What follows belongs to an exercise in optimizing a design on an open flow for small area and a short achievable clock period; a production flow would make more cautious choices. At most, simulation tests tie the RTL to the original design; equivalence was not proved. Power figures rest on the tool's default switching activity, not on a simulated workload.

// rob_top
module rob_top (
	input logic clk,
	input logic reset,
	input logic [1:0] disp_valid,
	input logic [5:0] disp_dst,
	input logic [5:0] disp_src,
	input logic [31:0] disp_pc,
	output logic stall,
	output logic [7:0] alloc_tag,
	output logic [7:0] src_tag,
	output logic [1:0] src_pending,
	output logic [63:0] src_data,
	input logic [1:0] wb_valid,
	input logic [7:0] wb_tag,
	input logic [63:0] wb_data,
	output logic [1:0] out_valid,
	output logic [5:0] out_dst,
	output logic [63:0] out_data,
	output logic [31:0] out_pc
);
For scale: roughly 3600 cells after synthesis.
clock: 7.0 ns
lec_check: 0
abc_area: 0
cap_margin: 20
core_aspect_ratio: 0.7
core_margin: 2
core_utilization: 60
cts_cluster_diameter: 80
cts_cluster_size: 25
setup_slack_margin: 2.9
slew_margin: 20
standard.sh (not shown) runs the stock make flow with config.mk's settings and CLKGATE_MAP_FILE= SYNTH_SCRIPT=/design/flow/synth_recipe.tcl, a recipe that flattens the netlist after the stock synthesis.
==> flow/flow/run.sh <==
#!/bin/bash
# The standard layout, with plain buffers (instead of the default delay-cell
# buffer) as the port buffers.
set -euo pipefail
bash standard.sh "BUFFER_PORTS_ARGS=-buffer_cell sky130_fd_sc_hd__buf_1" finish > make.log 2>&1
The starting point completed with no timing, DRC or antenna violations.
Change:
==> flow/flow/run.sh (replaced) <==
#!/bin/bash
# The standard layout, with plain buffers (instead of the default delay-cell
# buffer) as the port buffers.
set -euo pipefail
bash standard.sh "BUFFER_PORTS_ARGS=-buffer_cell sky130_fd_sc_hd__buf_2" finish > make.log 2>&1
ABC_CLOCK_PERIOD_IN_PS = 2500   (was default)
CORE_ASPECT_RATIO = default   (was 0.7)
CORE_UTILIZATION = 55   (was 60)
SETUP_SLACK_MARGIN = 2.75   (was 2.9)
Synthesized area does not change; worst setup slack got worse by 0.19 ns; sequential cell count does not change.
Change:
==> flow/flow/run.sh (replaced) <==
#!/bin/bash
# The standard layout, with plain buffers (instead of the default delay-cell
# buffer) as the port buffers, and the data ports placed by bit slice on the sides of
# the die (flow/io.tcl).
set -euo pipefail
bash standard.sh "BUFFER_PORTS_ARGS=-buffer_cell sky130_fd_sc_hd__buf_2" "IO_CONSTRAINTS=$PWD/flow/io.tcl" finish > make.log 2>&1
==> flow/flow/io.tcl (new file) <==
# Port placement by bit slice: the ports of bit k of both slots sit next to
# each other, so each bit's storage and read/write logic can stay local.
set l {}
for {set k 0} {$k < 32} {incr k} {
  set j [expr {$k + 32}]
  lappend l "src_data\[$k\]" "src_data\[$j\]" "wb_data\[$k\]" "wb_data\[$j\]"
}
set_io_pin_constraint -region left:* -group -order -pin_names $l
set l {}
for {set k 0} {$k < 32} {incr k} {
  set j [expr {$k + 32}]
  lappend l "out_data\[$k\]" "out_data\[$j\]"
}
for {set k 0} {$k < 16} {incr k} {
  set j [expr {$k + 16}]
  lappend l "out_pc\[$k\]" "out_pc\[$j\]" "disp_pc\[$k\]" "disp_pc\[$j\]"
}
set_io_pin_constraint -region right:* -group -order -pin_names $l
=> Utilization came out higher by 0.87 points. Design area rises by 1.4%. Global-route usage came out higher by 4.8 points. Clock-buffer cell count rises by 13. Maximum frequency rose by 1.7%. Sequential power barely changes. Non-clock buffer count rose by 54. Total power is higher by 2.3%. First-iteration DRC count grows by 0.97%.
Function was not checked in any run of this note: the RTL went through the layout flow alone.


== job 4726 ==
Another version of the RTL of rob_top (not shown whole).
For scale: ~3600 cells after synthesis, roughly 1200 flip-flops, about 310 I/O pins, roughly 51000 µm² of cells after synthesis.
==> flow/config.mk <==
export PLATFORM = sky130hd
export DESIGN_NAME = rob_top
export DESIGN_NICKNAME = rob_top
export VERILOG_FILES = /design/flow/design.v
export SDC_FILE = /design/flow/constraint.sdc
export NUM_CORES = 4
export LEC_CHECK = 0
export ABC_AREA = 0
export CAP_MARGIN = 20
export CORE_MARGIN = 2
export CORE_UTILIZATION = 60
export CTS_CLUSTER_DIAMETER = 80
export CTS_CLUSTER_SIZE = 25
export GPL_ROUTABILITY_DRIVEN = 0
export SETUP_SLACK_MARGIN = 2.9
export SLEW_MARGIN = 20
==> flow/constraint.sdc <==
create_clock -name core_clock -period 7.0 [get_ports {clk}]
set_input_delay 1.4000 -clock core_clock [delete_from_list [all_inputs] [get_ports {clk}]]
set_output_delay 1.4000 -clock core_clock [all_outputs]
set_load 0.01 [all_outputs]
==> flow/flow/run.sh <==
#!/bin/bash
# The standard layout, with plain buffers (instead of the default delay-cell
# buffer) as the port buffers.
set -euo pipefail
bash standard.sh "BUFFER_PORTS_ARGS=-buffer_cell sky130_fd_sc_hd__buf_1" finish > make.log 2>&1
Job 4726 | status: complete | timing, DRC, antenna: pass
What job 2860 does differently from job 4726 at the input level:
- a deleted GPL_ROUTABILITY_DRIVEN that had been 0
--- outcome ---
NOTE number of fillers in the final layout job 4726->job 2860 increased slightly. When job 2860 is set beside job 4726, its sequential share of cell area turns out to be 0.21 points larger. Diff job 4726 -> job 2860: post-synthesis share of cell area spent on and, or, nand and nor gates held steady; pre-CTS setup slack grew by 0.11 ns; DRC marker count from the first detailed-route iteration grew by 119.
[inputs] job 1841 vs job 2860
- CORE_ASPECT_RATIO: unset -> 0.7
==> flow/flow/run.sh <==
#!/bin/bash
# The standard layout, with plain buffers (instead of the default delay-cell
# buffer) as the port buffers, and a clock tree built without dummy loads.
set -euo pipefail
bash standard.sh "BUFFER_PORTS_ARGS=-buffer_cell sky130_fd_sc_hd__buf_1" \
  "CTS_ARGS=-sink_clustering_enable -repair_clock_nets -sink_clustering_size 25 -sink_clustering_max_diameter 80 -dont_use_dummy_load" \
  finish > make.log 2>&1
[summary]
- Of job 2860 and job 1841, job 2860 shows the higher power, with job 1841 below it.
- [compare] base=job 2860 new=job 1841: met2 global-route usage decreased by 5.4 points relative to the old numbers, setup clock skew after layout increased by 0.067 ns relative to the old numbers.
- Job 1841 vs. job 2860: combinational power share up 0.3 points, post-route minimum period climbed 0.024 ns, cell count along the critical path shows an increase of 1, share of the cycle needed by the critical path after routing grew by 0.34 points.
- Relative to job 2860, overall die width has increased by 57 µm in job 1841.
- Looking at total routed wirelength, job 1841 sits 4.6% below job 2860.
- Looking at highest-delay cell along the critical path, the sky130_fd_sc_hd__a22oi_1 result is from job 1841; the sky130_fd_sc_hd__nand4_1 one comes from job 2860.
- The multi-input combinational area share on job 1841 is in line with that on job 2860.
The inputs of job 9227 differ from those of job 1841 as listed below.
- swapping 2.9 for 3.1 in SETUP_SLACK_MARGIN
- clearing CORE_ASPECT_RATIO, which used to be 0.7
- swapping 60 for 70 in CORE_UTILIZATION
==> flow/flow/run.sh <==
#!/bin/bash
# The standard layout, with plain buffers (instead of the default delay-cell
# buffer) as the port buffers.
set -euo pipefail
bash standard.sh "BUFFER_PORTS_ARGS=-buffer_cell sky130_fd_sc_hd__buf_2" finish > make.log 2>&1
Job 1841 and job 9227 all finish clean. Diff job 1841 -> job 9227 | number of filler cells placed in the layout | down by more than a quarter. Cmp job 1841 and job 9227 / global-route usage / higher: job 9227. Job 9227 against job 1841: share of cell area taken by multi-input logic gates saw little to no change; synthesized area barely changed; post-route clock period utilization higher; die area now sits lower; sequential share of layout area went down 2.5 points. Detailed route wirelength on metal3, job 9227 vs job 1841: up by more than a quarter. From job 1841 to job 9227 the numbers moved as follows: total number of vias now sits higher; core occupancy in the finished layout up 15 points. | number of stages on the worst hold path | job 9227 vs job 1841 | 1 higher |.
Modified inputs, job 696 compared to job 9227
- SETUP_SLACK_MARGIN: 3.1 -> 2.75
- CORE_UTILIZATION: 70 -> 55
- ABC_CLOCK_PERIOD_IN_PS: unset -> 2500
[summary]
Taking job 9227 as the reference, in job 696 sequential fraction of design power saw a decrease, fraction of area in registers rose by 2.6 points.
The higher routed wire length of job 9227 and job 696 is in job 9227.
The final reports for job 696 and job 9227 show number of antenna violations at the first check in global routing higher in the former.
For job 9227 and job 696, there was not a single run that failed to finish clean.
The higher portion of total power attributed to combinational logic of job 9227 and job 696 is in job 9227.
Non-clock buffer count for job 696 is lower than for job 9227.
Side by side, met1 global-route usage turned out lower in job 696 than in job 9227.
The classification of the worst setup path comes out input pin to output port in one run and flip-flop to output port in the other, namely in job 9227 and job 696 respectively.
diff inputs: job 696 => job 2098
==> flow/flow/run.sh <==
#!/bin/bash
# The standard layout, with plain buffers (instead of the default delay-cell
# buffer) as the port buffers, and each group of ports placed on the side of
# the die nearest the logic it connects to (flow/io.tcl).
set -euo pipefail
bash standard.sh "BUFFER_PORTS_ARGS=-buffer_cell sky130_fd_sc_hd__buf_2" "IO_CONSTRAINTS=$PWD/flow/io.tcl" finish > make.log 2>&1
==> flow/flow/io.tcl (new file) <==
# Port placement: each group of ports on the side nearest the logic it feeds.
proc bus {name lo hi} {
  set l {}
  for {set i $lo} {$i <= $hi} {incr i} { lappend l "${name}\[$i\]" }
  return $l
}
# source lookup: dispatch selects and the lookup results
set_io_pin_constraint -region left:* -pin_names [concat \
  [bus disp_src 0 5] [bus disp_dst 0 5] [bus disp_valid 0 1] \
  [bus src_data 0 63] [bus src_tag 0 7] [bus src_pending 0 1] [bus alloc_tag 0 7] stall]
# writeback: into the rename values and the result banks
set_io_pin_constraint -region bottom:* -pin_names [concat \
  [bus wb_data 0 63] [bus wb_tag 0 7] [bus wb_valid 0 1] reset]
# retirement report
set_io_pin_constraint -region right:* -pin_names [concat \
  [bus out_data 0 63] [bus out_pc 0 31] [bus out_dst 0 5] [bus out_valid 0 1]]
# dispatch payload
set_io_pin_constraint -region top:* -pin_names [concat [bus disp_pc 0 31]]
Findings:
- Of job 696 and job 2098, the run reporting the higher via count of the first global-routing pass was job 696.
- On setup slack, the higher figure sits with job 696, not job 2098.
- Total number of vias (job 2098 vs. job 696) increases by a few percent
- Row global-route met2 utilization: job 2098 higher / job 696 lower
- Job 2098 -> job 696: die height delta 0, exact match
- Job 2098 vs job 696: fmax down
- Job 2098: no failed stages, no open violations at the end
- Going from job 696 to job 2098, the total power density per cell area was found to have gone up by about 0.7%.
- Changes observed in job 2098 relative to job 696: post-layout minimum cycle time rose 0.077 ns, cell-internal power moved down, relative contribution of the clock network to total power dropped 0.7 points, synthesized cell count saw little to no change.

-- separate check: timing with driven ports --
The flow's constraints put no driver on any port. The routed layouts listed below were extracted and timed again, unchanged, in two steps. Step 1 assumes that a clkbuf_16 drives the clock port and a buf_2 every other input. Step 2 adds t to the input delays and takes it off the output delays; t is the mean of the earliest and latest rising clock arrival at the registers after step 1. Input paths then give back, and output paths get back, about the clock's delay inside the block. Three values: no drivers, after step 1, after step 2; two values: the first two.
run	t, ns	setup slack, ns	worst setup path after step 2	worst data-port slew with drivers (ns)
the first run of note 1	0.736	2.859 / 2.774 / 2.317	input to register	0.15
the second run of note 1	0.735	2.668 / 2.642 / 2.565	input to register	0.16
the third run of note 1	0.754	2.739 / 2.559 / 2.555	input to register	0.18
job 4726	0.724	2.776 / 2.664 / 2.327	input to register	0.14
job 2860	0.734	2.849 / 2.753 / 2.296	input to register	0.14
job 1841	0.708	2.825 / 2.716 / 2.426	input to register	0.17
job 9227	0.750	2.627 / 2.526 / 2.471	input to register	0.21
job 696	0.754	2.765 / 2.691 / 2.410	input to register	0.18
job 2098	0.757	2.688 / 2.605 / 2.201	input to register	0.20
After both steps every run listed still meets setup and hold. For job 2860, which loses most, drivers alone change the setup slack by -0.096 ns; drivers and shift together by -0.553 ns.
